From an optimization exercise on the open Yosys and OpenROAD flow, aimed at small area, a short achievable clock period and few clock cycles per item; shortcuts taken in it are not production practice. No functional check of the RTL was part of any run shown here.

==> design.v <==
`default_nettype none
package polar_pkg;
    typedef logic [16*12-1:0] llr_vec_t;
    typedef logic [16-1:0] msg_t;
endpackage
`default_nettype wire
`default_nettype none
module pfx_carry #(parameter int W = 8)
(
    input  wire [W-1:0] x,
    input  wire [W-1:0] y,
    input  wire         cin,
    output logic        cout
);
    always_comb begin
        logic [W-1:0] g;
        logic [W-1:0] p;
        g = x & y;
        p = x | y;
        g[0] = g[0] | (p[0] & cin);
        for (int d = 1; d < W; d = d * 2) begin
            for (int i = W - 1; i >= d; i--) begin
                g[i] = g[i] | (p[i] & g[i-d]);
                p[i] = p[i] & p[i-d];
            end
        end
        cout = g[W-1];
    end
endmodule
module pfx_add #(parameter int W = 8)
(
    input  wire [W-1:0] x,
    input  wire [W-1:0] y,
    input  wire         cin,
    output logic [W-1:0] s
);
    always_comb begin
        logic [W-1:0] g;
        logic [W-1:0] p;
        logic [W-1:0] h;
        g = x & y;
        p = x ^ y;
        h = p;
        g[0] = g[0] | (p[0] & cin);
        for (int d = 1; d < W; d = d * 2) begin
            for (int i = W - 1; i >= d; i--) begin
                g[i] = g[i] | (p[i] & g[i-d]);
                p[i] = p[i] & p[i-d];
            end
        end
        s[0] = h[0] ^ cin;
        for (int i = 1; i < W; i++) begin
            s[i] = h[i] ^ g[i-1];
        end
    end
endmodule
module mag_gt #(parameter int W = 8)
(
    input  wire [W-1:0] a,
    input  wire [W-1:0] b,
    output logic        gt
);
    logic ge_b;      
    pfx_carry #(.W(W)) u_c (.x(b), .y(~a), .cin(1'b1), .cout(ge_b));
    assign gt = ~ge_b;
endmodule
module pe_f #(parameter int W = 12)
(
    input  wire [W:0]   a,
    input  wire [W:0]   b,
    output logic [W:0]  y
);
    logic a_lt;
    mag_gt #(.W(W)) u_gt (.a(b[W-1:0]), .b(a[W-1:0]), .gt(a_lt));
    assign y = {a[W] ^ b[W], a_lt ? a[W-1:0] : b[W-1:0]};
endmodule
module pe_g_pre #(parameter int W = 12, parameter bit FAST = 1)
(
    input  wire [W:0]   a,
    input  wire [W:0]   b,
    output logic [W:0]  sum,
    output logic [W:0]  dif,         
    output logic        b_ge,        
    output logic        eq           
);
    logic [W:0] d1;
    logic [W:0] below;       
    if (FAST) begin : g_fast
        pfx_add #(.W(W+1)) u_s  (.x({1'b0, b[W-1:0]}), .y({1'b0, a[W-1:0]}), .cin(1'b0), .s(sum));
        pfx_add #(.W(W+1)) u_d1 (.x({1'b0, b[W-1:0]}), .y(~{1'b0, a[W-1:0]}), .cin(1'b1), .s(d1));
    end else begin : g_slow
        assign sum = {1'b0, b[W-1:0]} + {1'b0, a[W-1:0]};
        assign d1  = {1'b0, b[W-1:0]} - {1'b0, a[W-1:0]};
    end
    always_comb begin
        below[0] = 1'b0;
        for (int j = 1; j <= W; j++) begin
            below[j] = below[j-1] | d1[j-1];
        end
    end
    assign b_ge = ~d1[W];
    assign dif  = d1 ^ ({(W+1){d1[W]}} & below);
    assign eq   = (a[W-1:0] == b[W-1:0]);
endmodule
module pe_g_sel #(parameter int W = 12)
(
    input  wire         sa,
    input  wire         sb,
    input  wire         nza,
    input  wire         nzb,
    input  wire [W:0]   sum,
    input  wire [W:0]   dif,
    input  wire         b_ge,
    input  wire         eq,
    input  wire         t,
    output logic [W+1:0] y,          
    output logic        nz
);
    logic sa_t;
    logic sub;
    assign sa_t = sa ^ t;
    assign sub  = sa_t ^ sb;
    assign y    = sub ? {(b_ge ? sb : sa_t), dif} : {sb, sum};
    assign nz   = sub ? !eq : (nza | nzb);
endmodule
module leaf_pair #(parameter int W = 14)
(
    input  wire [W:0]   l0,
    input  wire [W:0]   l1,
    input  wire         nz0,
    input  wire         nz1,
    input  wire         fr0,
    input  wire         fr1,
    output logic        u0,
    output logic        u1
);
    logic s0, s1;
    logic gt10, gt01;
    logic sum_neg;
    assign s0 = l0[W];
    assign s1 = l1[W];
    mag_gt #(.W(W)) u_a (.a(l1[W-1:0]), .b(l0[W-1:0]), .gt(gt10));
    mag_gt #(.W(W)) u_b (.a(l0[W-1:0]), .b(l1[W-1:0]), .gt(gt01));
    assign sum_neg = gt10 ? s1 : (gt01 ? s0 : (s0 & s1 & nz0));
    assign u0 = !fr0 && nz0 && nz1 && (s0 ^ s1);
    assign u1 = !fr1 && (u0 ? s1 : sum_neg);
endmodule
module sc_quarter #(parameter int W = 13)
(
    input  wire [4*(W+1)-1:0] y,
    input  wire [3:0]         nz,
    input  wire [3:0]         fr,
    output logic [3:0]        u,
    output logic [3:0]        ps
);
    logic [W:0]   y0, y1, y2, y3;
    logic [W:0]   l0, l1;
    logic [W:0]   sum0, dif0, sum1, dif1;
    logic         ge0, eq0, ge1, eq1;
    logic [3:0]   v0, v1;
    logic [1:0]   sel;
    assign y0 = y[0*(W+1) +: W+1];
    assign y1 = y[1*(W+1) +: W+1];
    assign y2 = y[2*(W+1) +: W+1];
    assign y3 = y[3*(W+1) +: W+1];
    pe_f #(.W(W)) u_f0 (.a(y0), .b(y2), .y(l0));
    pe_f #(.W(W)) u_f1 (.a(y1), .b(y3), .y(l1));
    leaf_pair #(.W(W)) u_la (.l0(l0), .l1(l1), .nz0(nz[0] & nz[2]), .nz1(nz[1] & nz[3]),
                             .fr0(fr[0]), .fr1(fr[1]), .u0(u[0]), .u1(u[1]));
    pe_g_pre #(.W(W)) u_g0 (.a(y0), .b(y2), .sum(sum0), .dif(dif0), .b_ge(ge0), .eq(eq0));
    pe_g_pre #(.W(W)) u_g1 (.a(y1), .b(y3), .sum(sum1), .dif(dif1), .b_ge(ge1), .eq(eq1));
    for (genvar j = 0; j < 4; j++) begin : g_spec
        logic [W+1:0] c0, c1;
        logic         nzc0, nzc1;
        pe_g_sel #(.W(W)) u_s0 (.sa(y0[W]), .sb(y2[W]), .nza(nz[0]), .nzb(nz[2]),
                                .sum(sum0), .dif(dif0), .b_ge(ge0), .eq(eq0), .t(j[0]),
                                .y(c0), .nz(nzc0));
        pe_g_sel #(.W(W)) u_s1 (.sa(y1[W]), .sb(y3[W]), .nza(nz[1]), .nzb(nz[3]),
                                .sum(sum1), .dif(dif1), .b_ge(ge1), .eq(eq1), .t(j[1]),
                                .y(c1), .nz(nzc1));
        leaf_pair #(.W(W+1)) u_lb (.l0(c0), .l1(c1), .nz0(nzc0), .nz1(nzc1),
                                   .fr0(fr[2]), .fr1(fr[3]), .u0(v0[j]), .u1(v1[j]));
    end
    assign sel  = {u[1], u[0] ^ u[1]};
    assign u[2] = v0[sel];
    assign u[3] = v1[sel];
    assign ps   = {u[3], u[2] ^ u[3], u[1] ^ u[3], u[0] ^ u[1] ^ u[2] ^ u[3]};
endmodule
module half_stage_a #(parameter int W = 13)
(
    input  wire  [8*(W+1)-1:0] x,
    input  wire  [3:0]         fr,
    output logic [3:0]         u,
    output logic [3:0]         ps,
    output logic [4*(2*W+8)-1:0] gpre       
);
    logic [4*(W+1)-1:0] yl;
    logic [3:0]         nzl;
    for (genvar i = 0; i < 4; i++) begin : g_l
        logic [W:0] a, b;
        logic [W:0] sum, dif;
        logic       ge, eq, nza, nzb;
        assign a   = x[i*(W+1) +: W+1];
        assign b   = x[(i+4)*(W+1) +: W+1];
        assign nza = |a[W-1:0];
        assign nzb = |b[W-1:0];
        pe_f #(.W(W)) u_f (.a(a), .b(b), .y(yl[i*(W+1) +: W+1]));
        assign nzl[i] = nza & nzb;
        pe_g_pre #(.W(W), .FAST(0)) u_p (.a(a), .b(b), .sum(sum), .dif(dif), .b_ge(ge), .eq(eq));
        assign gpre[i*(2*W+8) +: 2*W+8] = {a[W], b[W], nza, nzb, ge, eq, dif, sum};
    end
    sc_quarter #(.W(W)) u_ql (.y(yl), .nz(nzl), .fr(fr), .u(u), .ps(ps));
endmodule
module half_stage_b #(parameter int W = 13)
(
    input  wire  [4*(2*W+8)-1:0] gpre,
    input  wire  [3:0]         psl,
    input  wire  [3:0]         fr,
    output logic [3:0]         u,
    output logic [3:0]         ps
);
    logic [4*(W+2)-1:0] yr;
    logic [3:0]         nzr;
    for (genvar i = 0; i < 4; i++) begin : g_r
        logic [2*W+7:0] p;
        assign p = gpre[i*(2*W+8) +: 2*W+8];
        pe_g_sel #(.W(W)) u_s (.sa(p[2*W+7]), .sb(p[2*W+6]), .nza(p[2*W+5]), .nzb(p[2*W+4]),
                               .sum(p[W:0]), .dif(p[2*W+1:W+1]), .b_ge(p[2*W+3]), .eq(p[2*W+2]),
                               .t(psl[i]), .y(yr[i*(W+2) +: W+2]), .nz(nzr[i]));
    end
    sc_quarter #(.W(W+1)) u_qr (.y(yr), .nz(nzr), .fr(fr), .u(u), .ps(ps));
endmodule
`default_nettype wire
`default_nettype none
module sc_controller
(
    input  wire                   clk,
    input  wire  [192-1:0]   rdata,
    input  wire                   llr_cycle,     
    input  wire  [4:0]            a_k,           
    input  wire                   a_right,       
    output logic                  b_right,       
    output polar_pkg::msg_t       message        
);
    localparam int XW = 14;                      
    localparam int GW = 2*13+8;
    logic [16*13-1:0]    ch_sm;                  
    logic [16*13-1:0]    ch_a;
    logic [16*13-1:0]    ch_b;
    logic [8*XW-1:0]     x_a;
    logic [8*XW-1:0]     x_d;
    logic [15:0]         frozen_a;
    logic [7:0]          fr_a;
    logic [3:0]          u_a;
    logic [3:0]          ps_a;
    logic [4*GW-1:0]     gpre_a;
    logic [4*GW-1:0]     gpre_b;
    logic [3:0]          psl_b;
    logic [3:0]          ul_b;
    logic [3:0]          fr_b;
    logic [4:0]          k_b;
    logic [3:0]          u_b;
    logic [3:0]          ps_b;
    logic [7:0]          left;
    logic [7:0]          u_half;
    logic [7:0]          u_lo1;
    logic [7:0]          u_lo2;
    logic [15:0]         u_all;
    localparam logic [63:0] RANK = {
        4'd15, 4'd14, 4'd13, 4'd10, 4'd12, 4'd9, 4'd8, 4'd4,
        4'd11, 4'd7,  4'd6,  4'd3,  4'd5,  4'd2, 4'd1, 4'd0
    };
    for (genvar i = 0; i < 16; i++) begin : g_frz
        assign frozen_a[i] = ({1'b0, RANK[4*i +: 4]} + {1'b0, a_k}) < 6'd16;
    end
    assign fr_a = a_right ? frozen_a[15:8] : frozen_a[7:0];
    for (genvar i = 0; i < 16; i++) begin : g_sm
        logic [11:0] c;
        logic [11:0] below;      
        assign c = rdata[12*i +: 12];
        always_comb begin
            below[0] = 1'b0;
            for (int j = 1; j < 12; j++) begin
                below[j] = below[j-1] | c[j-1];
            end
        end
        assign ch_sm[13*i +: 13] = {c[11], c ^ ({12{c[11]}} & below)};
    end
    for (genvar i = 0; i < 8; i++) begin : g_root
        logic [12:0] fa, fb, fv;
        logic [12:0] ga, gb;
        logic [12:0] sum, dif;
        logic        ge, eq;
        logic [13:0] gv;
        logic        gnz;
        assign fa = ch_sm[13*i +: 13];
        assign fb = ch_sm[13*(i+8) +: 13];
        pe_f #(.W(12)) u_f (.a(fa), .b(fb), .y(fv));
        assign ga = ch_b[13*i +: 13];
        assign gb = ch_b[13*(i+8) +: 13];
        pe_g_pre #(.W(12), .FAST(0)) u_p (.a(ga), .b(gb), .sum(sum), .dif(dif), .b_ge(ge), .eq(eq));
        pe_g_sel #(.W(12)) u_s (.sa(ga[12]), .sb(gb[12]), .nza(|ga[11:0]), .nzb(|gb[11:0]),
                                .sum(sum), .dif(dif), .b_ge(ge), .eq(eq), .t(left[i]),
                                .y(gv), .nz(gnz));
        assign x_d[XW*i +: XW] = llr_cycle ? {fv[12], 1'b0, fv[11:0]} : gv;
    end
    half_stage_a #(.W(13)) u_sa (
        .x    (x_a),
        .fr   (fr_a[3:0]),
        .u    (u_a),
        .ps   (ps_a),
        .gpre (gpre_a)
    );
    half_stage_b #(.W(13)) u_sb (
        .gpre (gpre_b),
        .psl  (psl_b),
        .fr   (fr_b),
        .u    (u_b),
        .ps   (ps_b)
    );
    assign left   = {ps_b, psl_b ^ ps_b};
    assign u_half = {u_b, ul_b};
    always_ff @(posedge clk) begin
        ch_a    <= ch_sm;
        ch_b    <= ch_a;
        x_a     <= x_d;
        gpre_b  <= gpre_a;
        psl_b   <= ps_a;
        ul_b    <= u_a;
        fr_b    <= fr_a[7:4];
        k_b     <= a_k;
        b_right <= a_right;
        u_lo1   <= u_half;
        u_lo2   <= u_lo1;
    end
    assign u_all = {u_half, u_lo2};
    always_comb begin
        case (k_b)
            5'd0: message = {1'b0, 1'b0, 1'b0, 1'b0, 1'b0, 1'b0, 1'b0, 1'b0, 1'b0, 1'b0, 1'b0, 1'b0, 1'b0, 1'b0, 1'b0, 1'b0};
            5'd1: message = {1'b0, 1'b0, 1'b0, 1'b0, 1'b0, 1'b0, 1'b0, 1'b0, 1'b0, 1'b0, 1'b0, 1'b0, 1'b0, 1'b0, 1'b0, u_all[15]};
            5'd2: message = {1'b0, 1'b0, 1'b0, 1'b0, 1'b0, 1'b0, 1'b0, 1'b0, 1'b0, 1'b0, 1'b0, 1'b0, 1'b0, 1'b0, u_all[15], u_all[14]};
            5'd3: message = {1'b0, 1'b0, 1'b0, 1'b0, 1'b0, 1'b0, 1'b0, 1'b0, 1'b0, 1'b0, 1'b0, 1'b0, 1'b0, u_all[15], u_all[14], u_all[13]};
            5'd4: message = {1'b0, 1'b0, 1'b0, 1'b0, 1'b0, 1'b0, 1'b0, 1'b0, 1'b0, 1'b0, 1'b0, 1'b0, u_all[15], u_all[14], u_all[13], u_all[11]};
            5'd5: message = {1'b0, 1'b0, 1'b0, 1'b0, 1'b0, 1'b0, 1'b0, 1'b0, 1'b0, 1'b0, 1'b0, u_all[15], u_all[14], u_all[13], u_all[11], u_all[7]};
            5'd6: message = {1'b0, 1'b0, 1'b0, 1'b0, 1'b0, 1'b0, 1'b0, 1'b0, 1'b0, 1'b0, u_all[15], u_all[14], u_all[13], u_all[12], u_all[11], u_all[7]};
            5'd7: message = {1'b0, 1'b0, 1'b0, 1'b0, 1'b0, 1'b0, 1'b0, 1'b0, 1'b0, u_all[15], u_all[14], u_all[13], u_all[12], u_all[11], u_all[10], u_all[7]};
            5'd8: message = {1'b0, 1'b0, 1'b0, 1'b0, 1'b0, 1'b0, 1'b0, 1'b0, u_all[15], u_all[14], u_all[13], u_all[12], u_all[11], u_all[10], u_all[9], u_all[7]};
            5'd9: message = {1'b0, 1'b0, 1'b0, 1'b0, 1'b0, 1'b0, 1'b0, u_all[15], u_all[14], u_all[13], u_all[12], u_all[11], u_all[10], u_all[9], u_all[7], u_all[6]};
            5'd10: message = {1'b0, 1'b0, 1'b0, 1'b0, 1'b0, 1'b0, u_all[15], u_all[14], u_all[13], u_all[12], u_all[11], u_all[10], u_all[9], u_all[7], u_all[6], u_all[5]};
            5'd11: message = {1'b0, 1'b0, 1'b0, 1'b0, 1'b0, u_all[15], u_all[14], u_all[13], u_all[12], u_all[11], u_all[10], u_all[9], u_all[7], u_all[6], u_all[5], u_all[3]};
            5'd12: message = {1'b0, 1'b0, 1'b0, 1'b0, u_all[15], u_all[14], u_all[13], u_all[12], u_all[11], u_all[10], u_all[9], u_all[8], u_all[7], u_all[6], u_all[5], u_all[3]};
            5'd13: message = {1'b0, 1'b0, 1'b0, u_all[15], u_all[14], u_all[13], u_all[12], u_all[11], u_all[10], u_all[9], u_all[8], u_all[7], u_all[6], u_all[5], u_all[4], u_all[3]};
            5'd14: message = {1'b0, 1'b0, u_all[15], u_all[14], u_all[13], u_all[12], u_all[11], u_all[10], u_all[9], u_all[8], u_all[7], u_all[6], u_all[5], u_all[4], u_all[3], u_all[2]};
            5'd15: message = {1'b0, u_all[15], u_all[14], u_all[13], u_all[12], u_all[11], u_all[10], u_all[9], u_all[8], u_all[7], u_all[6], u_all[5], u_all[4], u_all[3], u_all[2], u_all[1]};
            5'd16: message = {u_all[15], u_all[14], u_all[13], u_all[12], u_all[11], u_all[10], u_all[9], u_all[8], u_all[7], u_all[6], u_all[5], u_all[4], u_all[3], u_all[2], u_all[1], u_all[0]};
            default: message = '0;
        endcase
    end
endmodule
`default_nettype wire
`default_nettype none
module frame_sequencer
(
    input  wire                  clk,
    input  wire                  rst_n,
    input  wire                  module_en,
    input  wire  [192-1:0]  rdata,
    output logic [11-1:0]  raddr,
    output logic                 llr_cycle,
    output logic [4:0]           a_k,
    output logic                 a_right,
    input  wire                  b_right,
    input  wire  polar_pkg::msg_t message,
    output logic [6-1:0]  waddr,
    output polar_pkg::msg_t      wdata,
    output logic                 wen,
    output logic                 proc_done
);
    typedef enum logic [1:0] {
        IDLE,
        READ_COUNT,
        RUN
    } state_t;
    state_t                 state;
    logic [1:0]             slot;        
    logic [6:0]             frame;
    logic [8:0]             addr;
    logic [8:0]             addr_next;
    logic [1:0]             slot_next;
    logic [6:0]             frame_next;
    logic [7-1:0]  n_q;
    logic [7-1:0]  w_cnt;
    logic [4:0]             k_hdr0, k_hdr1;
    logic [4:0]             k_q0, k_q1;
    logic [4:0]             k_clip;
    logic                   a_odd;
    logic [7:0]             a_pkt;
    logic                   a_valid;
    logic                   a_last;
    logic                   b_valid;
    logic                   b_last;
    assign raddr     = {{(11-9){1'b0}}, addr};
    assign waddr     = w_cnt[6-1:0];
    assign llr_cycle = (state == RUN) && slot[1];
    assign k_clip    = (rdata[10 +: 8] >= 8'(16)) ? 5'd16 : rdata[10 +: 5];
    assign a_odd   = ~slot[0];
    assign a_right = (slot == 2'd1) || (slot == 2'd2);
    assign a_pkt   = (slot == 2'd3) ? {frame, 1'b0} : ({frame, 1'b0} - 8'd2 + {7'd0, a_odd});
    assign a_valid = (state == RUN) && ((slot == 2'd3) || (frame != '0)) && (a_pkt < {1'b0, n_q});
    assign a_last  = (a_pkt == {1'b0, n_q} - 8'd1);
    assign a_k     = a_odd ? k_q1 : k_q0;
    assign slot_next  = slot + 2'd1;
    assign frame_next = (slot == 2'd3) ? frame + 7'd1 : frame;
    always_comb begin
        case (slot_next)
            2'd0:    addr_next = {frame_next, 2'd1};
            2'd1:    addr_next = {frame_next, 2'd3};
            2'd2:    addr_next = {frame_next, 2'd2};
            default: addr_next = {frame_next, 2'd0} + 9'd4;
        endcase
    end
    always_ff @(posedge clk or negedge rst_n) begin
        if (!rst_n) begin
            state     <= IDLE;
            slot      <= '0;
            frame     <= '0;
            addr      <= '0;
            n_q       <= '0;
            w_cnt     <= '0;
            b_valid   <= 1'b0;
            b_last    <= 1'b0;
            wen       <= 1'b0;
            proc_done <= 1'b0;
        end else begin
            b_valid   <= a_valid && a_right;
            b_last    <= a_last;
            wen       <= 1'b0;
            proc_done <= 1'b0;
            if (wen) begin
                w_cnt <= w_cnt + 1'b1;
            end
            case (state)
                IDLE: begin
                    if (module_en) begin
                        state <= READ_COUNT;
                        w_cnt <= '0;
                    end
                end
                READ_COUNT: begin
                    n_q <= rdata[7-1:0];
                    if (rdata[7-1:0] == '0) begin
                        state     <= IDLE;
                        proc_done <= 1'b1;
                    end else begin
                        state <= RUN;
                        slot  <= 2'd0;
                        frame <= '0;
                        addr  <= 9'd1;
                    end
                end
                RUN: begin
                    slot  <= slot_next;
                    frame <= frame_next;
                    addr  <= addr_next;
                    if (b_valid) begin
                        wen <= 1'b1;
                        if (b_last) begin
                            state     <= IDLE;
                            addr      <= '0;
                            proc_done <= 1'b1;
                        end
                    end
                end
                default: state <= IDLE;
            endcase
        end
    end
    always_ff @(posedge clk) begin
        if (state == RUN) begin
            case (slot)
                2'd0:    k_hdr0 <= k_clip;
                2'd1:    k_hdr1 <= k_clip;
                2'd2:    k_q0   <= k_hdr0;
                default: k_q1   <= k_hdr1;
            endcase
        end
        wdata <= message;
    end
endmodule
`default_nettype wire
`default_nettype none
module polar_decoder
(
    input  wire                  clk,
    input  wire                  rst_n,
    input  wire                  module_en,
    input  wire  [192-1:0]  rdata,
    output logic [11-1:0]  raddr,
    output logic [6-1:0]  waddr,
    output logic [16-1:0]  wdata,
    output logic                 wen,
    output logic                 proc_done
);
    polar_pkg::msg_t  message;
    logic [4:0]       a_k;
    logic             llr_cycle;
    logic             a_right;
    logic             b_right;
    frame_sequencer u_seq (
        .clk       (clk),
        .rst_n     (rst_n),
        .module_en (module_en),
        .rdata     (rdata),
        .raddr     (raddr),
        .llr_cycle (llr_cycle),
        .a_k       (a_k),
        .a_right   (a_right),
        .b_right   (b_right),
        .message   (message),
        .waddr     (waddr),
        .wdata     (wdata),
        .wen       (wen),
        .proc_done (proc_done)
    );
    sc_controller u_ctrl (
        .clk       (clk),
        .rdata     (rdata),
        .llr_cycle (llr_cycle),
        .a_k       (a_k),
        .a_right   (a_right),
        .b_right   (b_right),
        .message   (message)
    );
endmodule
`default_nettype wire
==> run.sh <==
#!/bin/bash
# synth_recipe.tcl (not shown) runs the flow's synth.tcl, then flattens the netlist and writes it again
# the make line also repeats each setting of config.mk as NAME=value (left out here)
make -C /OpenROAD-flow-scripts/flow DESIGN_CONFIG=/design/flow/config.mk WORK_HOME=/design/flow/orfs CLKGATE_MAP_FILE= SYNTH_SCRIPT=/design/flow/synth_recipe.tcl finish
==> config.mk <==
export PLATFORM = sky130hd
export DESIGN_NAME = polar_decoder
export DESIGN_NICKNAME = polar_decoder
export VERILOG_FILES = /design/flow/design.v
export SDC_FILE = /design/flow/constraint.sdc
export NUM_CORES = 4
export LEC_CHECK = 0
export ABC_AREA = 1
export CAP_MARGIN = 20
export CORE_MARGIN = 2
export CORE_UTILIZATION = 55
export SETUP_SLACK_MARGIN = 3.5
export SLEW_MARGIN = 20
export TNS_END_PERCENT = 100
==> constraint.sdc <==
create_clock -name core_clock -period 10.0 [get_ports {clk}]
set_input_delay 2.0000 -clock core_clock [delete_from_list [all_inputs] [get_ports {clk}]]
set_output_delay 2.0000 -clock core_clock [all_outputs]
set_load 0.01 [all_outputs]
==> run summary, run 1 <==
Timing
For the pin with the worst max-slew slack, the measured transition is 1.08 ns. Setup violations remaining at the end of the flow were counted as 0. The final period demand of the worst path is 6.28 ns. Setup repair after global routing left no endpoint under its margin. The number of hold violations in the final report is 0. Static timing analysis puts the maximum clock frequency at 159 MHz. Setup total negative slack on the finished layout was measured at 0 ns. The final max-slew violation count is 0.

The worst path uses 62.8% of the clock period. The final setup skew is 0.0297 ns. The relative slew slack is 27.4%.

Cells and area
The net count of the finished layout is 9349. The fraction of final layout cells with drive strength greater than 1 is 7.49%. The post-layout instance count excluding filler cells is 10000. Relative to the synthesized area, the layout overhead comes to 14.4%.

Global routing
The global-route wire length before repair is 265000 um. The number of global-route vias before repair is 49800. Summed over all layers, the global routing overflow is 0. The global-route met1 utilization is 41.1%. The met3 layer usage reported by global route is 3.53%.

The largest net degree at the start of global routing is 126. The total global routing track utilization is 30.6%. For this run, global-route usage on met2 was measured as 49.9%.

The layer flagged by global routing as most heavily used is met2. The initial antenna violation count is 5.

Clock network
The number of CTS-inserted buffers is 80. CTS built an H-tree with a depth of 3. The deepest clock path buffer count is 3. The root buffer cell is clkbuf_16. The clock-pin slew on the worst setup and hold paths is 0.06 ns. After clock tree synthesis, the flow added hold-fix buffers numbering 0. Clock latency on the worst-skew pair, taken at its later pin, is 0.67 ns.

CTS saw 765 sinks. TritonCTS built the clock tree.

Floorplan
The count of pins on the block boundary is 230. The floorplan step defined a die boundary enclosing 108000 um^2. In this run the standard cell core region covers 104000 um^2. In this run the vertical extent of the chip is 328 um.

The number of cell rows is 118. The initial utilization of the core area, before any placement, comes to 55.6%. The die is 328 um wide.

Routing
The number of DRC violations after detailed-routing iteration 0 is 4134. Once detail routing completed, the nets flagged for antenna violations numbered 0. The average wire per cell in the routed design is 17.1 um. The DRC violations left is 0.

The first TritonRoute pass finished after 6 iterations. The post-detailed-routing wire length is 171000 um. The detailed-route vias per instance is 5.37.

The number of vias after detailed routing is 53900.

Synth
Ranked by total cell area, the synthesized netlist is headed by dfxtp_1 (25%), ha_1 (12%), nand2_1 (11%), inv_1 (9.0%), xor2_1 (7.0%). The synthesized design spends more area on one cell type than any other, namely dfxtp_1. The synthesized design contains 765 register bits. The portion of synthesized cell area occupied by the leading cell type is 24.5%.

The proportion of register bits with asynchronous set or reset after synthesis is 4.84%. The cell count after synthesis came out at 8345. The most used flip-flop cell after synthesis is dfxtp_1. The total number of yosys warnings is 12. The number of different library cells in the post-synthesis netlist is 76. Of the synthesized area, sequential elements account for 27.2%.

The number of synthesized flops with an enable pin is 20. The netlist area before placement is 57800 um^2. The average instance area after synthesis is 6.93 um^2.

Setup path
At the worst endpoint, the required time is 10.47 ns. The maximum single-stage delay on the critical path is 0.39 ns. For this design, the slowest cell found on the critical path is dfxtp_1. The worst setup path is captured at a flip-flop. The sort of element at the start of the critical path is a flip-flop. The length in cells of the worst reg-to-reg path is 39. Among the stages of the critical path, the cell type that occurs most often is nand2_1.

The setup path with the least slack is of type reg2reg. The endpoint arrival time on the critical path is 6.74 ns. The critical-path maximum fanout is 18.

Status
The run finished with no timing, DRC or antenna violations.

Placement
The congestion estimate from routability-driven global placement came to 1.01. During placement, the flow inserted port buffers numbering 227. The HPWL reported at the end of detailed placement is 138000 um. The placed instance count is 9784.

Min path
The worst hold path was traced through 0 stages. The worst hold path class is reg2reg.

Run
The number of violations of the max-capacitance limit is 0.
[stage by stage]
step	cell area, um^2	hold slack [ns]	setup WS [ns]	utilization (%)
floorplan	57800	0.310	4.42	-
global placement	61100	0.310	2.03	58.8
detailed placement	61100	0.312	1.80	58.8
CTS	64500	0.298	3.50	62.0
global route	66200	0.308	3.44	63.6
finish	66200	0.301	3.72	63.6
[state kept, by name, summed over array words and instances (netlist names), 6 cells and up]
signal,flops
u_ctrl.ch_a,208
u_ctrl.ch_b,208
u_ctrl.gpre_b,132
u_ctrl.x_a,112
u_seq.wdata,16
u_seq.addr,9
u_ctrl.u_lo1,8
u_ctrl.u_lo2,8
u_seq.frame,7
u_seq.n_q,7
u_seq.w_cnt,6
[layer usage]
layer	share of wire (%)	wire, um
met1	45	77900
met2	45	76700
met3	5.4	9210
met4	4.4	7550
met5	0.0093	16
[cell families (layout without fill, tap and decap cells)]
group                      Yosys count  after routing  synth area share (%)
and+or+nand+nor                   3210           3221                  23.6
buffers and inverters             1588           1866                  10.6
AOI/OAI and AO/OA                 1533           1534                  15.4
DFF                                765            765                  27.2
xor gates and xnor gates           665            670                  10.2
adders and majority gates          580            580                  12.9
muxes                                3              3                0.0563
other                                1              4               0.00649
[worst paths after layout]
path                                    startpoint                  endpoint  slack (ns)
max                        u_ctrl.psl_b[2]$_DFF_P_     u_ctrl.x_a[1]$_DFF_P_        3.72
min                        u_ctrl.ch_a[34]$_DFF_P_   u_ctrl.ch_b[34]$_DFF_P_        0.30
max reg2reg                u_ctrl.psl_b[2]$_DFF_P_     u_ctrl.x_a[1]$_DFF_P_        3.72
min reg2reg                u_ctrl.ch_a[34]$_DFF_P_   u_ctrl.ch_b[34]$_DFF_P_        0.30
max in group asynchronous                    rst_n  u_seq.n_q[5]$_DFFE_PN0P_        8.02
min in group asynchronous                    rst_n  u_seq.w_cnt[4]$_DFF_PN0_        1.44
[cells in the final DEF (no fill, tap or decap), types with 51 or more instances in the layout]
| master | n |
|---|---|
| ha_1 | 535 |
| o21ai_2 | 71 |
| xnor2_1 | 194 |
| o21bai_1 | 136 |
| nand2_1 | 1668 |
| clkbuf_16 | 83 |
| a21oi_1 | 485 |
| nor2_1 | 624 |
| buf_4 | 75 |
| o31ai_1 | 60 |
| dfxtp_1 | 675 |
| o21ai_0 | 419 |
| nand3_1 | 506 |
| clkdlybuf4s50_1 | 226 |
| nor3_1 | 89 |
| inv_1 | 1377 |
| o21ai_1 | 75 |
| nand4_1 | 51 |
| xor2_1 | 451 |
[critical path: cells and delay by family, from the launching register on]
family                     cells  cell delay [ns]
DFF                            1             0.39
adders and majority gates      1             0.28
AOI/OAI and AO/OA              3             0.60
and+or+nand+nor               28             3.86
buffers and inverters          7             0.90
[what timing repair did]
| action | 4_1_cts | 5_1_grt |
|---|---|---|
| setup buffers | 12 | 56 |
| cloned | 5 | 16 |
| setup endpoints to repair | 127 | 108 |
| pin swaps | 8 | 39 |
| resized for setup | 172 | 296 |
[layout make-up]
| class | instances | area, um^2 |
|---|---|---|
| Timing Repair Buffer | 313 | 3000 |
| Clock buffer | 107 | 2320 |
| Multi-Input combinational cell | 6010 | 37500 |
| Inverter | 1404 | 5280 |
| Timing Repair inverter | 1 | 5.00 |
| Sequential cell | 765 | 15800 |
| Tap cell | 1380 | 1730 |
| Antenna cell | 2 | 5.00 |
| Fill cell | 9514 | 37800 |
| Clock inverter | 41 | 514 |
[cells in the mapped netlist (all sizes together), types with 48 or more instances]
cell	number
o31ai	61
ha	549
nand4	54
o22ai	48
nor4	51
nor3	90
a21oi	498
dfxtp	708
buf	54
o21ai	580
nand3	539
inv	1395
xnor2	199
nand2	1743
or2	48
nor2	644
o21bai	140
xor2	466
clkbuf	130
==> run 2, diff against run 1 <==
--- a/config.mk
+++ b/config.mk
@@ -10,5 +10,5 @@
 export CORE_MARGIN = 2
 export CORE_UTILIZATION = 55
-export SETUP_SLACK_MARGIN = 3.5
+export SETUP_SLACK_MARGIN = 3.0
 export SLEW_MARGIN = 20
 export TNS_END_PERCENT = 100
==> run 2 against run 1 <==
  * Non-clock buffer count down 52
  * Synthesized area unchanged
  * Register-to-register slack worse by 0.37 ns
  * Global-route usage about the same
  * Clock-buffer cell count unchanged
  * Critical path depth down 2
  * Via count down 1.4%
  * Synthesized cell count unchanged
==> run summary, run 2 <==
Status
The run finished with no timing, DRC or antenna violations.

Cells and area
The final core utilization is 62.3%. The largest registers in the layout are u_ctrl.ch_a x208, u_ctrl.ch_b x208, u_ctrl.gpre_b x132. Leaving out fill and tap cells, the most frequent cells in the layout are nand2_1 (1678), inv_1 (1385), dfxtp_1 (693). The count of nets after finishing is 9286. The fraction of final layout cells with drive strength greater than 1 is 5.12%.

From synthesis to final layout, the design area changed by 12.0%. The most frequent standard cell in the layout excluding fill and tap cells is nand2_1.

Setup path
The critical path data required time is 10.48 ns. STA classifies the critical path startpoint as a flip-flop. The slowest stage of the critical path is the dfxtp_1 cell. For this run, the slowest stage of the critical path takes 0.44 ns. By startpoint and endpoint, the worst setup path is classified as reg2reg. Tracing the worst setup path back leads to its startpoint at u_ctrl.psl_b[1]$_DFF_P_. In this run the critical register-to-register path is launched from u_ctrl.psl_b[1]$_DFF_P_. STA classifies the critical path endpoint as a flip-flop. The endpoint arrival time on the critical path is 7.13 ns. Of all nets on the critical path, the largest fanout is 26.

The total buffers and inverters traversed by the critical path is 4. The cell family contributing the most delay on the critical path is simple AND/OR/NAND/NOR gates. The cell seen most often among critical-path stages is nand2_1.

Timing
Setup repair after global routing could not meet its margin everywhere. The worst path uses 66.5% of the clock period. The worst path in the final design needs a cycle of 6.65 ns, including I/O delays and setup. The number of hold violations in the final report came to 0. The transition time at the pin with the least slew margin is 1.08 ns. The final max-slew violation count is 0.

The highest achievable clock rate is 150 MHz. Setup violations remaining at the end of the flow were counted as 0. In the final timing run, aggregate negative setup slack is 0 ns. Across the routed clock network, the largest skew measured is 0.0303 ns. In this run the tightest slew margin relative to its limit is 27.2%.

Floorplan
The initial utilization of the core area, before any placement, comes to 55.6%. The die covers 108000 um^2. The number of cell rows is 118. From left edge to right edge, the die measures 328 um. During I/O placement, the number of pins put on the boundary was 230. The floorplan step defined a core boundary enclosing 104000 um^2.

The height of the die is 328 um.

Synth
In the synthesized netlist, the number of instances is 8345. The commonest cells after synthesis are nand2_1 (1691), inv_1 (1387), dfxtp_1 (708). The netlist area before placement is 57800 um^2. Among all flip-flop cells after synthesis, the most frequent one is dfxtp_1. Among all cell types in the netlist, the one instantiated most often is nand2_1. In this run, distinct cell masters in the synthesized netlist total 76. After synthesis the netlist holds a flip-flop and latch count of 765. The number of synthesized flops with an enable pin is 20. Summing the sequential cell areas from Yosys gives 27.2% of the chip area. In the post-synthesis netlist, the biggest area contributors are dfxtp_1 (25%), ha_1 (12%), nand2_1 (11%), inv_1 (9.0%), xor2_1 (7.0%). The total number of yosys warnings is 12.

The portion of synthesized cell area occupied by the leading cell type is 24.5%. Counting flops with an async set or reset pin after synthesis yields a share of 4.84%. The average instance area after synthesis is 6.93 um^2. The synthesized design spends more area on one cell type than any other, namely dfxtp_1.

Clock network
In this run, CTS created clock tree buffers numbering 80. After clock tree synthesis, the clock-pin slew on the worst setup and hold paths is 0.06 ns. The clock latency at the later pin of the worst-skew pair is 0.67 ns.

The number of clock sinks is 765. The root buffer cell chosen for the clock tree is clkbuf_16. TritonCTS built the clock tree.

The number of H-tree levels is 3. The deepest clock path buffer count is 3.

Routing
The met1 layer wirelength in the final routing is 76600 um. For this run, design rule violations remaining after detail routing come to 0. The highest metal layer carrying signal wires in the routed design is met5.

The routed design uses 9310 um of met3 wire. The total length of routed met2 wires is 74900 um. The post-detailed-routing wire length is 168000 um.

The count of nets left with antenna violations once routing finished came out at 0. The number of detailed-routing iterations run before antenna repair is 7. After detailed routing, the number of vias per cell comes to 5.33. In the final routed layout, each cell accounts on average for 16.9 um. The number of vias after detailed routing is 53100. After the first detailed-routing iteration, the DRC count stood at 4205.

Run
Across the run, the number of max-cap violations was 0.

Global routing
The global-route wire length before repair is 265000 um. Entering global routing, the biggest net connects 126 pins. For this run the aggregate overflow at the end of global routing stands at 0.

The number of global-route vias before repair was 49600. Across every metal layer, demand over resource in global routing totals 30.6%. The initial antenna violation count came to 5.

Placement
The wire-length estimate of the detail-placed layout is 138000 um. At the end of routability-driven placement, the weighted congestion stood at 1.01. The count of port buffers added during placement is 227.

Min path
The worst hold path begins at u_ctrl.ch_a[34]$_DFF_P_. In this run the worst hold path is classified as reg2reg.
-- run 2: cell counts after synthesis --
No cell type changed its count.
-- run 2: cell families (layout without fill, tap and decap cells) --
logic type,after synthesis,count (layout),share of synthesized area (%)
multiplexers,3,3,0.0563
buffers and inverters,1588,1814,10.6
AO/OA/AOI/OAI,1533,1534,15.4
AND/OR/NAND/NOR,3210,3212,23.6
XOR/XNOR,665,668,10.2
flip-flops,765,765,27.2
other,1,4,0.00649
adder cells (fa/ha/maj),580,580,12.9
-- run 2: final cells by class --
type                    instances  area [um^2]
multi-input cells            5999        36600
clock inverters                41          514
flip-flops and latches        765        15700
inverters                    1404         5280
repair buffers                261         2580
diodes                          2         5.00
repair inverters                1         5.00
clock buffers                 107         2320
fillers                      9700        39200
well taps                    1380         1730
-- run 2: worst paths after layout --
kind	cells past startpoint	endpoint	slack, ns
setup reg to reg	37	u_ctrl.x_a[1]$_DFF_P_	3.35
hold reg to reg	0	u_ctrl.ch_b[34]$_DFF_P_	0.30
max in group asynchronous	1	u_seq.n_q[5]$_DFFE_PN0P_	8.02
min in group asynchronous	1	u_seq.w_cnt[4]$_DFF_PN0_	1.44
hold / removal	0	u_ctrl.ch_b[34]$_DFF_P_	0.30
setup / recovery	37	u_ctrl.x_a[1]$_DFF_P_	3.35
-- run 2: per-stage QoR --
step	cells	hold slack (ns)	worst slack [ns]	cell area (um^2)
final	9960	0.303	3.35	64800
after global routing	9959	0.308	2.93	64800
after CTS	9939	0.298	3.00	64100
after detailed placement	9784	0.312	1.80	61100
after global placement	9784	0.310	2.03	61100
after floorplan	8346	0.310	4.42	57800
-- run 2: layer usage --
metal  track usage [%]  vias up
met5                 0        -
met4              12.3        2
met3              3.47      267
met2              49.9     1473
met1              41.1    24300
li1                  -    27100
-- run 2: what timing repair did --
item / 4_1_cts / 5_1_grt
hold buffers: 0 / 0
setup endpoints to repair: 105 / 105
setup buffers: 2 / 17
gates cloned: 5 / 2
pin swaps: 4 / 9
resized for setup: 72 / 148
==> run 3, diff against run 2 <==
--- a/config.mk
+++ b/config.mk
@@ -10,5 +10,5 @@
 export CORE_MARGIN = 2
 export CORE_UTILIZATION = 55
-export SETUP_SLACK_MARGIN = 3.0
+export SETUP_SLACK_MARGIN = 4.0
 export SLEW_MARGIN = 20
 export TNS_END_PERCENT = 100
==> run 3 against run 2 <==
  * Routed wire length grew 5.5%
  * Worst hold slack lost 0.0024 ns
  * Still clean on timing, DRC and antenna
  * Critical endpoint is now u_ctrl.x_a[97]$_DFF_P_
  * Flip-flop and latch count is the same
  * Synthesized cell count is the same
  * Worst setup slack gained 0.77 ns
==> run summary, run 3 <==
Status
The run finished with no timing, DRC or antenna violations.

Timing
Static timing analysis puts the maximum clock frequency at 170 MHz. Setup violations remaining at the end of the flow were counted as 0. The setup slack after layout is 4.12 ns. The final setup skew is 0.0303 ns.

The number of hold violations in the final report is 0. Setup repair after global routing could not meet its margin everywhere. The relative slew slack is 23.5%. After layout, the worst path uses 58.8% of the clock period. The final period demand of the worst path is 5.88 ns. The final max-slew violation count came to 0. For the pin with the worst max-slew slack, the measured transition is 1.15 ns. For the final routed database, the setup TNS stands at 0 ns.

Placement
The HPWL reported at the end of detailed placement is 138000 um. Buffers placed on the I/O ports in this run total 227. The congestion estimate from routability-driven global placement came to 1.01. The worst slack at placement is 1.80 ns.

The number of placed instances, taps included, is 9784.

Clock network
The deepest clock path buffer count is 3. The number of clock sinks is 765. TritonCTS built the clock tree.

The number of CTS-inserted buffers is 80. The clock latency at the later pin of the worst-skew pair is 0.67 ns. The number of hold-repair buffers added at the cts stage is 0. Clock-pin slew was measured on the worst setup and hold paths at 0.06 ns. Clock tree synthesis selected as its root buffer the cell clkbuf_16. The H-tree was split into 3 levels.

Synth
The library cell occupying the most area in the post-synthesis netlist is dfxtp_1. The portion of synthesized cell area occupied by the leading cell type is 24.5%. After synthesis, the most frequently instantiated cells are nand2_1 (1691), inv_1 (1387), dfxtp_1 (708). The proportion of register bits with asynchronous set or reset after synthesis is 4.84%. The netlist area before placement is 57800 um^2.

Yosys printed 12 warnings. Averaged over all synthesized cells, the footprint is 6.93 um^2. The most common flop cell mapped by yosys is dfxtp_1. After synthesis, the cell types taking the most area are dfxtp_1 (25%), ha_1 (12%), nand2_1 (11%), inv_1 (9.0%), xor2_1 (7.0%). The number of synthesized register bits is 765. The gate count after technology mapping is 8345. Yosys mapped a number of flops with a built-in enable equal to 20. The number of different library cells in the post-synthesis netlist is 76. The most numerous cell in the Yosys netlist is nand2_1. After synthesis, flip-flops and latches occupy 27.2% of the total area.

Routing
The number of DRC violations after detailed-routing iteration 0 is 4247. The first detailed-routing pass took 6 iterations. After detailed routing, the total wire length is 177000 um. For this block, the via count after detailed routing is 54900.

In the routed layout, each cell is associated on average with a via count of 5.41. For this run, design rule violations remaining after detail routing come to 0. In the final routed layout, each cell accounts on average for 17.5 um.

The antenna violation net count after detailed routing is 0.

Floorplan
The number of cell rows is 118. The die area is 108000 um^2. The count of pins on the block boundary is 230. The die is 328 um tall. The width of the die is 328 um.

The area of the placeable core is 104000 um^2. For this configuration, the core starts out at a cell density of 55.6%.

Setup path
The register-to-register setup slack is 4.12 ns. The endpoint of the worst register-to-register path is u_ctrl.x_a[97]$_DFF_P_. The sort of element at the start of the critical path is a flip-flop. Together, buffers and inverters on the worst path number 10. The critical-path maximum fanout is 7.

The maximum single-stage delay on the critical path is 0.44 ns. The kind of end point of the critical path is a flip-flop. The length in cells of the worst reg-to-reg path is 38.

Among all stages on the critical path, the largest delay is contributed by a2111oi_4. The critical path is of the reg2reg type. STA puts the critical path data required time at 10.40 ns. The cell family contributing the most delay on the critical path is simple AND/OR/NAND/NOR gates. Data arrives at the worst endpoint at 6.29 ns. The startpoint of the worst-slack reg-to-reg timing path is u_ctrl.psl_b[0]$_DFF_P_.

Cells and area
The fraction of final layout cells with drive strength greater than 1 is 13.6%. The count of nets after finishing is 9480. Leaving out fill and tap cells, the most frequent cell in the layout is nand2_1.

The finished layout holds 10200 standard cells, fillers aside. The largest registers in the layout are u_ctrl.ch_a x208, u_ctrl.ch_b x208, u_ctrl.gpre_b x132. The layout overhead on the synthesized area is 20.8%. After filler insertion, the fill cell instance count of the layout stands at 9098.

Leaving out fill and tap cells, the most frequent cells in the layout are nand2_1 (1579), inv_1 (1334), dfxtp_1 (656).

Global routing
The initial antenna violation count is 5. The total global routing track utilization is 31.0%. The number of global-route vias before repair was 50500. The global-route wire length before repair is 269000 um.

Entering global routing, the biggest net connects 126 pins. The overflow left after global routing is 0.

Min path
The startpoint identified for the worst hold timing path is u_ctrl.ch_a[34]$_DFF_P_. The worst hold path endpoint is u_ctrl.ch_b[34]$_DFF_P_. The min-delay analysis places its worst path in the category reg2reg. The hold-critical path depth is 0.

Run
Across the run, the number of max-cap violations was 0.
==> run 3: changes by cell type in the layout (fill, tap and decap cells not counted), moves of 50 or more <==
cell     change
o21ai_0    -100
nand2_2     +83
nand3_1     -54
nand2_1     -99
ha_1        -50
buf_4      +141
inv_1       -51
o21ai_4     +60
==> run 3: cell families (layout without fill, tap and decap cells) <==
family          count (synthesis)  after routing  share of synthesized area (%)
flops                         765            765                           27.2
buf+inv                      1588           1988                           10.6
simple gates                 3210           3229                           23.6
mux                             3              3                         0.0563
xor+xnor                      665            670                           10.2
other cells                     1              5                        0.00649
fa+ha+maj                     580            580                           12.9
compound gates               1533           1535                           15.4
==> run 3: through the flow <==
stage               cell area (um^2)  hold slack [ns]  util, %
finish                         69800            0.301     67.2
global route                   69800            0.307     67.2
CTS                            65800            0.298     63.3
detailed placement             61100            0.312     58.8
global placement               61100            0.310     58.8
floorplan                      57800            0.310        -
==> run 3: worst max-delay path by stage <==
| stage | start | to | slack, ns | cells after the start |
|---|---|---|---|---|
| 6_report | u_ctrl.psl_b[0]$_DFF_P_ | u_ctrl.x_a[97]$_DFF_P_ | 4.12 | 38 |
| 2_1_floorplan | u_ctrl.x_a[99]$_DFF_P_ | u_ctrl.psl_b[2]$_DFF_P_ | 4.42 | 38 |
| 4_1_cts | u_ctrl.psl_b[1]$_DFF_P_ | u_ctrl.x_a[1]$_DFF_P_ | 4.00 | 39 |
| 3_3_place_gp | u_ctrl.psl_b[3]$_DFF_P_ | u_ctrl.x_a[7]$_DFF_P_ | 2.03 | 34 |
| 3_5_place_dp | u_ctrl.psl_b[3]$_DFF_P_ | u_ctrl.x_a[7]$_DFF_P_ | 1.80 | 34 |
| 5_1_grt | u_ctrl.x_a[2]$_DFF_P_ | u_ctrl.psl_b[2]$_DFF_P_ | 3.82 | 44 |
==> run 3: routing by layer <==
layer	track usage [%]	vias to the layer above	wire, um	part of all wire, %
met5	0	-	0	0
met4	12.4	0	7800	4.4
met3	3.96	321	10800	6.1
met2	51.0	1683	80700	46
met1	41.4	25400	78000	44
li1	-	27500	-	-
==> run 3: layout make-up <==
cell class                      count  area (um^2)  area share [%]
Antenna cell                        3         7.51          0.0107
Clock buffer                      107         2320            3.32
Clock inverter                     41          514           0.736
Inverter                         1404         5310            7.60
Multi-Input combinational cell   6019        40000            57.3
Sequential cell                   765        15800            22.6
Tap cell                         1380         1730            2.47
Timing Repair Buffer              435         4110            5.89
Timing Repair inverter              1         5.00         0.00717
==> run 3: what timing repair did <==
item | in CTS | in global routing
pin swaps | 38 | 210
endpoints found under the setup margin | 128 | 116
cloned | 17 | 18
gates resized for setup | 410 | 713
buffers inserted | 49 | 136
==> run 4, diff against run 3 <==
--- a/design.v
+++ b/design.v
@@ -85,20 +85,23 @@
 );
     logic [W:0] d1;
-    logic [W:0] below;       
     if (FAST) begin : g_fast
+        logic [W:0] d2;
         pfx_add #(.W(W+1)) u_s  (.x({1'b0, b[W-1:0]}), .y({1'b0, a[W-1:0]}), .cin(1'b0), .s(sum));
         pfx_add #(.W(W+1)) u_d1 (.x({1'b0, b[W-1:0]}), .y(~{1'b0, a[W-1:0]}), .cin(1'b1), .s(d1));
+        pfx_add #(.W(W+1)) u_d2 (.x({1'b0, a[W-1:0]}), .y(~{1'b0, b[W-1:0]}), .cin(1'b1), .s(d2));
+        assign dif = d1[W] ? d2 : d1;
     end else begin : g_slow
+        logic [W:0] below;
         assign sum = {1'b0, b[W-1:0]} + {1'b0, a[W-1:0]};
         assign d1  = {1'b0, b[W-1:0]} - {1'b0, a[W-1:0]};
-    end
-    always_comb begin
-        below[0] = 1'b0;
-        for (int j = 1; j <= W; j++) begin
-            below[j] = below[j-1] | d1[j-1];
+        always_comb begin
+            below[0] = 1'b0;
+            for (int j = 1; j <= W; j++) begin
+                below[j] = below[j-1] | d1[j-1];
+            end
         end
+        assign dif = d1 ^ ({(W+1){d1[W]}} & below);
     end
     assign b_ge = ~d1[W];
-    assign dif  = d1 ^ ({(W+1){d1[W]}} & below);
     assign eq   = (a[W-1:0] == b[W-1:0]);
 endmodule
--- a/config.mk
+++ b/config.mk
@@ -10,5 +10,5 @@
 export CORE_MARGIN = 2
 export CORE_UTILIZATION = 55
-export SETUP_SLACK_MARGIN = 4.0
+export SETUP_SLACK_MARGIN = 3.5
 export SLEW_MARGIN = 20
 export TNS_END_PERCENT = 100
==> run 4 against run 3 <==
  * Via count grew 7.9%
  * Still clean
  * Sequential share of layout area grew 0.45 points
  * Maximum frequency fell by 5.5%
  * Flip-flop and latch count is the same
  * Global-route usage up 2.8 points
  * Highest routed layer is now met5
  * Largest cell class unchanged
  * Synthesized cell count grew 9.5%
==> run summary, run 4 <==
Placement
In this run the tool buffered the top-level ports with 227 buffer cells. The post-detailed-placement cell area is 63700 um^2. At the end of routability-driven placement, the weighted congestion stood at 1.07. Summed over all nets, the half-perimeter wirelength after detailed placement is 161000 um.

Timing
The worst hold margin is 0.298 ns. The routed design could run at a clock period as short as 6.22 ns. Derived from the worst setup path, the maximum achievable clock frequency is 161 MHz.

The share of the cycle needed by the critical path after routing is 62.2%. Setup repair after global routing left no endpoint under its margin. The relative slew slack is 27.3%. Setup violations remaining at the end of the flow were counted as 0. The number of hold violations in the final report is 0.

The total negative setup slack is 0 ns. The final max-slew violation count was 0. On the final layout, the worst clock skew is 0.0588 ns. The transition time at the pin with the least slew margin is 1.09 ns.

Floorplan
The count of pins on the block boundary is 230. In this run the core area contains 121 standard-cell rows. The initial utilization of the core area, before any placement, comes to 55.5%.

The area of the placeable core is 109000 um^2. The width of the die is 336 um. The height of the die is 336 um.

The die covers 113000 um^2.

Clock network
For the worst-skew pair, the clock arrives at the later sink with an insertion delay of 0.69 ns. CTS saw 765 sinks. In this run the clock root is driven by a clkbuf_16.

Counting along the longest clock path gives a buffer depth of 3. The clock-pin slew on the worst setup and hold paths is 0.06 ns. TritonCTS built the clock tree.

The number of hold-repair buffers added at the cts stage is 0. The clock tree synthesis step divided the H-tree into 3 levels. The number of clock buffers added by TritonCTS is 83.

Setup path
STA puts the critical path data arrival time at 6.76 ns. The register-to-register setup slack is 3.78 ns. The most critical setup path has its endpoint at u_ctrl.x_a[102]$_DFF_P_. The critical-path maximum fanout is 16. In this run the worst setup path begins at u_ctrl.psl_b[2]$_DFF_P_. The worst setup path is of the reg2reg kind. The endpoint identified for the worst register-to-register timing path is u_ctrl.x_a[102]$_DFF_P_. The cell seen most often among critical-path stages is nand2_1. The kind of end point of the critical path is a flip-flop.

The sort of element at the start of the critical path is a flip-flop. For this design, the slowest cell found on the critical path is ha_2. The startpoint of the worst-slack reg-to-reg timing path is u_ctrl.psl_b[2]$_DFF_P_.

STA puts the critical path data required time at 10.53 ns. For this run, the slowest stage of the critical path takes 0.47 ns. The length in cells of the worst reg-to-reg path is 32.

Synth
The most common flop cell mapped by yosys is dfxtp_1. The gate count after technology mapping is 9138. The share of the yosys chip area belonging to registers is 26.0%. Synthesis instantiated 67 different standard cells from the library. The portion of synthesized cell area occupied by the leading cell type is 23.4%. A synthesized cell averages 6.62 um^2. The largest total area in the synthesized netlist belongs to dfxtp_1. The total number of yosys warnings is 10.

After synthesis, the cell types taking the most area are dfxtp_1 (23%), nand2_1 (14%), ha_1 (11%), inv_1 (9.0%), xor2_1 (6.2%). Synthesis inferred 765 register bits. The netlist area before placement is 60500 um^2.

After synthesis, the most frequently instantiated cells are nand2_1 (2266), inv_1 (1446), nor2_1 (764). The most numerous cell in the Yosys netlist is nand2_1. The number of synthesized flops with an enable pin is 20. The proportion of register bits with asynchronous set or reset after synthesis is 4.84%.

Status
The run finished with no timing, DRC or antenna violations.

Routing
The average wire per cell in the routed design is 18.2 um. The detailed router finished its first iteration with 5191 violations. The detailed-route vias per instance is 5.48. The number of vias after detailed routing is 59200. The number of detailed-routing iterations run before antenna repair is 8. After detailed routing, the number of remaining DRC violations is 0. The post-detailed-routing wire length is 197000 um. Once detail routing completed, the nets flagged for antenna violations numbered 0.

Cells and area
For this run, the post-layout net count is 10100. Once layout is done, the placed cells without fillers occupy 68000 um^2. The number of fillers in the final layout is 10100.

In the final layout, the registers with the most flip-flops are u_ctrl.ch_a x208, u_ctrl.ch_b x208, u_ctrl.gpre_b x132. The library cell used most frequently in the layout, excluding fill and tap cells, is nand2_1. In the layout the commonest cells are nand2_1 (2238), inv_1 (1441), nor2_1 (760). The layout overhead on the synthesized area is 12.5%. The post-route netlist has 4.90% of its cells at a drive strength greater than 1.

Run
Max-cap violations in this run came to 0.

Global routing
The number of global-route vias before repair is 55500. The total global routing track utilization is 33.8%. Entering global routing, the biggest net connects 63 pins. The global-route wire length before repair is 301000 um. The initial antenna violation count was 14. After global routing the overflow that remains totals 0.

Min path
The worst hold path belongs to the class reg2reg.
==> run 4: kinds of logic after synthesis <==
logic type                 count (synthesis)  share of synthesized area, %
AOI/OAI and AO/OA                       1454                          13.8
xor gates and xnor gates                 635                          9.32
adders and majority gates                581                          12.4
buffers and inverters                   1667                          10.7
DFF                                      765                          26.0
muxes                                      2                        0.0372
other                                      1                       0.00620
and+or+nand+nor                         4033                          27.8
==> run 4: layout make-up <==
cell class | instances | area, um^2 | share of cell area [%]
clock inverters | 44 | 552 | 0.811
multi-input cells | 6716 | 39400 | 57.9
clock buffers | 108 | 2330 | 3.42
inverters | 1472 | 5540 | 8.14
repair inverters | 1 | 5.00 | 0.00736
flip-flops and latches | 765 | 15700 | 23.1
well taps | 1414 | 1770 | 2.60
repair buffers | 279 | 2750 | 4.03
diodes | 8 | 20.0 | 0.0294
==> run 4: routing by layer <==
| layer | wire length [um] | vias up | track usage [%] |
|---|---|---|---|
| met5 | 27 | - | 0 |
| met4 | 9540 | 4 | 15.1 |
| met3 | 13400 | 430 | 4.79 |
| met2 | 88800 | 2095 | 56.3 |
| met1 | 84800 | 27200 | 43.5 |
| li1 | - | 29500 | - |
==> run 4: how the worst min path moves through the flow <==
| stage | startpoint | end | slack (ns) | depth (start not counted) |
|---|---|---|---|---|
| 3_5_place_dp | u_ctrl.ch_a[107]$_DFF_P_ | u_ctrl.ch_b[107]$_DFF_P_ | 0.31 | 0 |
| 5_1_grt | u_ctrl.ch_a[140]$_DFF_P_ | u_ctrl.ch_b[140]$_DFF_P_ | 0.30 | 0 |
| 3_3_place_gp | u_ctrl.ch_a[75]$_DFF_P_ | u_ctrl.ch_b[75]$_DFF_P_ | 0.31 | 0 |
| 2_1_floorplan | u_ctrl.ch_a[0]$_DFF_P_ | u_ctrl.ch_b[0]$_DFF_P_ | 0.31 | 0 |
| 4_1_cts | u_ctrl.ch_a[140]$_DFF_P_ | u_ctrl.ch_b[140]$_DFF_P_ | 0.29 | 0 |
| 6_report | u_ctrl.ch_a[140]$_DFF_P_ | u_ctrl.ch_b[140]$_DFF_P_ | 0.30 | 0 |
==> run 4: what timing repair did <==
action | CTS | global route
resized for setup | 166 | 138
cloned | 5 | 5
endpoints found under the setup margin | 125 | 108
setup buffers | 18 | 21
pin swaps | 8 | 11
==> run 4: stage by stage <==
stage	setup slack [ns]	cells	util (%)
after floorplan	4.99	9139	-
after global placement	1.19	10600	58.4
after detailed placement	1.66	10600	58.4
after CTS	3.50	10800	61.7
after global routing	3.46	10800	62.4
final	3.78	10800	62.4
==> run 4: worst max-delay path, delay by kind of cell (launching register included) <==
family	cells	cell delay [ns]
xor+xnor	3	0.71
fa+ha+maj	1	0.47
compound gates	6	1.73
flops	1	0.40
simple gates	18	2.22
buf+inv	4	0.50
==> run 5, diff against run 4 <==
--- a/design.v
+++ b/design.v
@@ -295,6 +295,7 @@
         logic [12:0] sum, dif;
         logic        ge, eq;
-        logic [13:0] gv;
-        logic        gnz;
+        logic [13:0] gv0, gv1;
+        logic        gnz0, gnz1;
+        logic [13:0] xv0, xv1;
         assign fa = ch_sm[13*i +: 13];
         assign fb = ch_sm[13*(i+8) +: 13];
@@ -303,8 +304,13 @@
         assign gb = ch_b[13*(i+8) +: 13];
         pe_g_pre #(.W(12), .FAST(0)) u_p (.a(ga), .b(gb), .sum(sum), .dif(dif), .b_ge(ge), .eq(eq));
-        pe_g_sel #(.W(12)) u_s (.sa(ga[12]), .sb(gb[12]), .nza(|ga[11:0]), .nzb(|gb[11:0]),
-                                .sum(sum), .dif(dif), .b_ge(ge), .eq(eq), .t(left[i]),
-                                .y(gv), .nz(gnz));
-        assign x_d[XW*i +: XW] = llr_cycle ? {fv[12], 1'b0, fv[11:0]} : gv;
+        pe_g_sel #(.W(12)) u_s0 (.sa(ga[12]), .sb(gb[12]), .nza(|ga[11:0]), .nzb(|gb[11:0]),
+                                 .sum(sum), .dif(dif), .b_ge(ge), .eq(eq), .t(1'b0),
+                                 .y(gv0), .nz(gnz0));
+        pe_g_sel #(.W(12)) u_s1 (.sa(ga[12]), .sb(gb[12]), .nza(|ga[11:0]), .nzb(|gb[11:0]),
+                                 .sum(sum), .dif(dif), .b_ge(ge), .eq(eq), .t(1'b1),
+                                 .y(gv1), .nz(gnz1));
+        assign xv0 = llr_cycle ? {fv[12], 1'b0, fv[11:0]} : gv0;
+        assign xv1 = llr_cycle ? {fv[12], 1'b0, fv[11:0]} : gv1;
+        assign x_d[XW*i +: XW] = left[i] ? xv1 : xv0;
     end
     half_stage_a #(.W(13)) u_sa (
==> run 5 against run 4 <==
  * Still clean on timing, DRC and antenna
  * Routed wire length increased by 4.4%
  * Via count up 3.6%
  * Sequential share of layout area shrank 0.45 points
  * Die area up 2.3%
  * Non-clock buffer count rose by 24
  * Worst hold slack gained 0.020 ns
  * Clock skew down 0.023 ns
  * Worst setup slack got worse by 0.012 ns
==> run summary, run 5 <==
Global routing
The overflow left after global routing is 0. The initial antenna violation count is 33.

Setup path
The cell seen most often among critical-path stages is nand2_1. The sort of element at the start of the critical path is a flip-flop. At the worst endpoint, the arrival time is 6.72 ns.

The master of the slowest instance on the critical path is nor2_1. STA classifies the critical path endpoint as a flip-flop. The path type of the worst setup path is reg2reg. The critical path data required time is 10.48 ns.

Clock network
The number of CTS-inserted buffers is 84. The later pin in the worst-skew pair is clocked with a latency of 0.68 ns. The root buffer cell is clkbuf_16. Clock-pin slew was measured on the worst setup and hold paths at 0.08 ns.

The deepest clock path buffer count is 3. The clock tree from TritonCTS is done. The number of clock sinks is 765.

Placement
The count of port buffers added during placement is 227. Detailed placement ended at an HPWL of 168000 um.

Synth
The number of synthesized register bits is 765. Each instance of the synthesized netlist takes up on average 6.59 um^2. The gate count after technology mapping is 9383. Yosys mapped a number of flops with a built-in enable equal to 20.

The cell area that synthesis handed to floorplanning was 61900 um^2. Sorting the synthesized cells by how often they occur yields nand2_1 (2305), inv_1 (1351), o21ai_0 (776). The most used flip-flop cell after synthesis is dfxtp_1. The most common cell in the synthesized netlist is nand2_1.

Yosys attributes the largest share of cell area to dfxtp_1 (23%), nand2_1 (14%), ha_1 (11%), inv_1 (8.2%), xor2_1 (6.9%). The library cell occupying the most area in the post-synthesis netlist is dfxtp_1. The netlist uses 67 different library cells.

The share of the yosys chip area belonging to registers is 25.4%.

Cells and area
The largest registers in the layout are u_ctrl.ch_a x208, u_ctrl.ch_b x208, u_ctrl.gpre_b x132. The layout overhead on the synthesized area is 12.1%. The library cell used most frequently in the layout, excluding fill and tap cells, is nand2_1. The footprint of the flip-flops and latches is 15700 um^2. Fill cells in the final layout number 10600. Once layout is complete, the utilization of the core stands at 61.9%.

The fraction of final layout cells with drive strength greater than 1 is 4.66%.

Timing
At the pin with the least slew margin, the transition time is 1.09 ns. Setup repair after global routing could not meet its margin everywhere. The final setup skew is 0.0354 ns.

For the finished layout, the period the worst path requires is 6.24 ns. Summed over all failing endpoints, the final setup total negative slack is 0 ns. The final max-slew violation count is 0. Derived from the worst setup path, the maximum achievable clock frequency is 160 MHz. Setup slack on the critical path of the routed design comes to 3.76 ns. The worst path uses 62.4% of the clock period. The final count of negative-setup-slack endpoints is 0. The worst hold margin is 0.318 ns.

Measured against its own limit, the worst slew margin works out to 26.5%. The number of hold violations in the final report came to 0.

Routing
In the routed design, unresolved DRC markers number 0. The routed layout has 61300 vias. The detailed-route vias per instance is 5.53. The detail route stage leaves a number of antenna-violating nets equal to 0. Summed over all layers, the routed wires come to 205000 um.

The number of detailed-routing iterations run before antenna repair is 8. The number of DRC violations after detailed-routing iteration 0 is 6086. After detailed routing, the average wire length per cell comes to 18.5 um.

Min path
In this run the worst hold path is classified as reg2reg.

Floorplan
The total area inside the core boundary comes to 112000 um^2. The floorplan has 123 rows. The effective utilization at floorplan is 55.2%. From left edge to right edge, the die measures 339 um.

Status
The flow ran to the end and the layout has no timing, DRC or antenna violations.
[run 5: cell types whose count changed after synthesis, sizes merged, moves of 32 or more]
cell / previous run / this run
clkbuf: 110 / 175
inv: 1462 / 1385
nand2: 2286 / 2329
nand3: 641 / 569
nand3b: 46 / 11
nor2: 768 / 711
o21ai: 590 / 891
xnor2: 206 / 174
xor2: 429 / 489
[run 5: through the flow]
step           instance area (um^2)  std cells
2_1_floorplan                 61900       9384
3_3_place_gp                  65200      10900
3_5_place_dp                  65200      10900
4_1_cts                       68400      11100
5_1_grt                       69300      11100
6_report                      69400      11100
[run 5: repair_timing]
| action | in CTS | in global routing |
|---|---|---|
| hold buffers | 0 | 0 |
| cloned | 2 | 3 |
| endpoints found under the setup margin | 123 | 120 |
| resized for setup | 70 | 141 |
| endpoints found under the hold margin | 0 | 0 |
| buffers inserted | 3 | 35 |
| pin swaps | 1 | 10 |
[run 5: logic make-up after synthesis]
| group | after synthesis | share of synthesized area (%) |
|---|---|---|
| adders and majority gates | 583 | 12.2 |
| and+or+nand+nor | 3914 | 26.2 |
| AOI/OAI and AO/OA | 1795 | 16.2 |
| muxes | 9 | 0.152 |
| buffers and inverters | 1653 | 10.3 |
| xor gates and xnor gates | 663 | 9.54 |
| other | 1 | 0.00606 |
| DFF | 765 | 25.4 |
[run 5: layer usage]
| layer | share of wire, % | global-route usage (%) | vias up |
|---|---|---|---|
| met4 | 4.2 | 13.0 | 22 |
| met5 | 0.077 | 0 | - |
| met1 | 43 | 46.4 | 28000 |
| met2 | 43 | 53.4 | 2501 |
| met3 | 9.1 | 6.01 | 375 |
| li1 | - | - | 30400 |
[run 5: worst paths after layout]
kind,startpoint,end,slack [ns]
hold reg to reg,u_ctrl.ch_a[160]$_DFF_P_,u_ctrl.ch_b[160]$_DFF_P_,0.32
hold / removal,u_ctrl.ch_a[160]$_DFF_P_,u_ctrl.ch_b[160]$_DFF_P_,0.32
setup / recovery,u_ctrl.psl_b[3]$_DFF_P_,u_seq.wdata[15]$_DFF_P_,3.76
max in group asynchronous,rst_n,u_seq.slot[0]$_DFFE_PN0P_,8.05
setup reg to reg,u_ctrl.psl_b[3]$_DFF_P_,u_seq.wdata[15]$_DFF_P_,3.76
min in group asynchronous,rst_n,u_seq.addr[3]$_DFFE_PN0P_,1.43
[run 5: final cells by class]
class | count | area share [%]
Antenna cell | 8 | 0.0289
Clock buffer | 102 | 3.27
Clock inverter | 53 | 1.08
Inverter | 1395 | 7.60
Multi-Input combinational cell | 6970 | 58.4
Sequential cell | 765 | 22.6
Tap cell | 1500 | 2.71
Timing Repair Buffer | 303 | 4.22
Timing Repair inverter | 1 | 0.0108
[run 5: worst max-delay path: cells and delay by family, from the launching register on]
family          cells  cell delay, ns
flops               1            0.34
xor+xnor            3            0.69
simple gates       14            2.23
fa+ha+maj           1            0.44
compound gates      8            1.52
buf+inv             5            0.77

## what the ideal ports hide
Ports are ideal in the flow. The routed layouts listed here were re-timed in OpenROAD.
Step 1 sets driving cells, clkbuf_16 on the clock port and buf_2 on the other inputs (assumed; they add their load-dependent delay and slew).
Step 2 also shifts input and output timing later by t, the mid clock arrival at the registers, as if the neighbouring blocks saw the same clock.
Slacks: ideal ports / drivers / drivers and shift; pairs: ideal ports / drivers.
run | t (ns) | setup WS [ns] | worst setup path at the end | slew at the worst register clock pin (ns) | pins driven straight from the clock port
run 1 | 0.728 | 3.724 / 3.724 / 3.126 | input to register | 0.07 / 0.07 | 1
run 2 | 0.728 | 3.349 / 3.349 / 3.059 | input to register | 0.07 / 0.07 | 1
run 3 | 0.732 | 4.119 / 4.119 / 3.535 | input to register | 0.07 / 0.07 | 1
run 4 | 0.740 | 3.776 / 3.776 / 3.492 | input to register | 0.07 / 0.07 | 1
run 5 | 0.744 | 3.764 / 3.764 / 3.665 | input to register | 0.08 / 0.08 | 1
After both steps setup and hold are still met in every run listed. The setup slack of run 1, which loses most, moves by 0.000 ns with the drivers and by -0.598 ns with both steps.
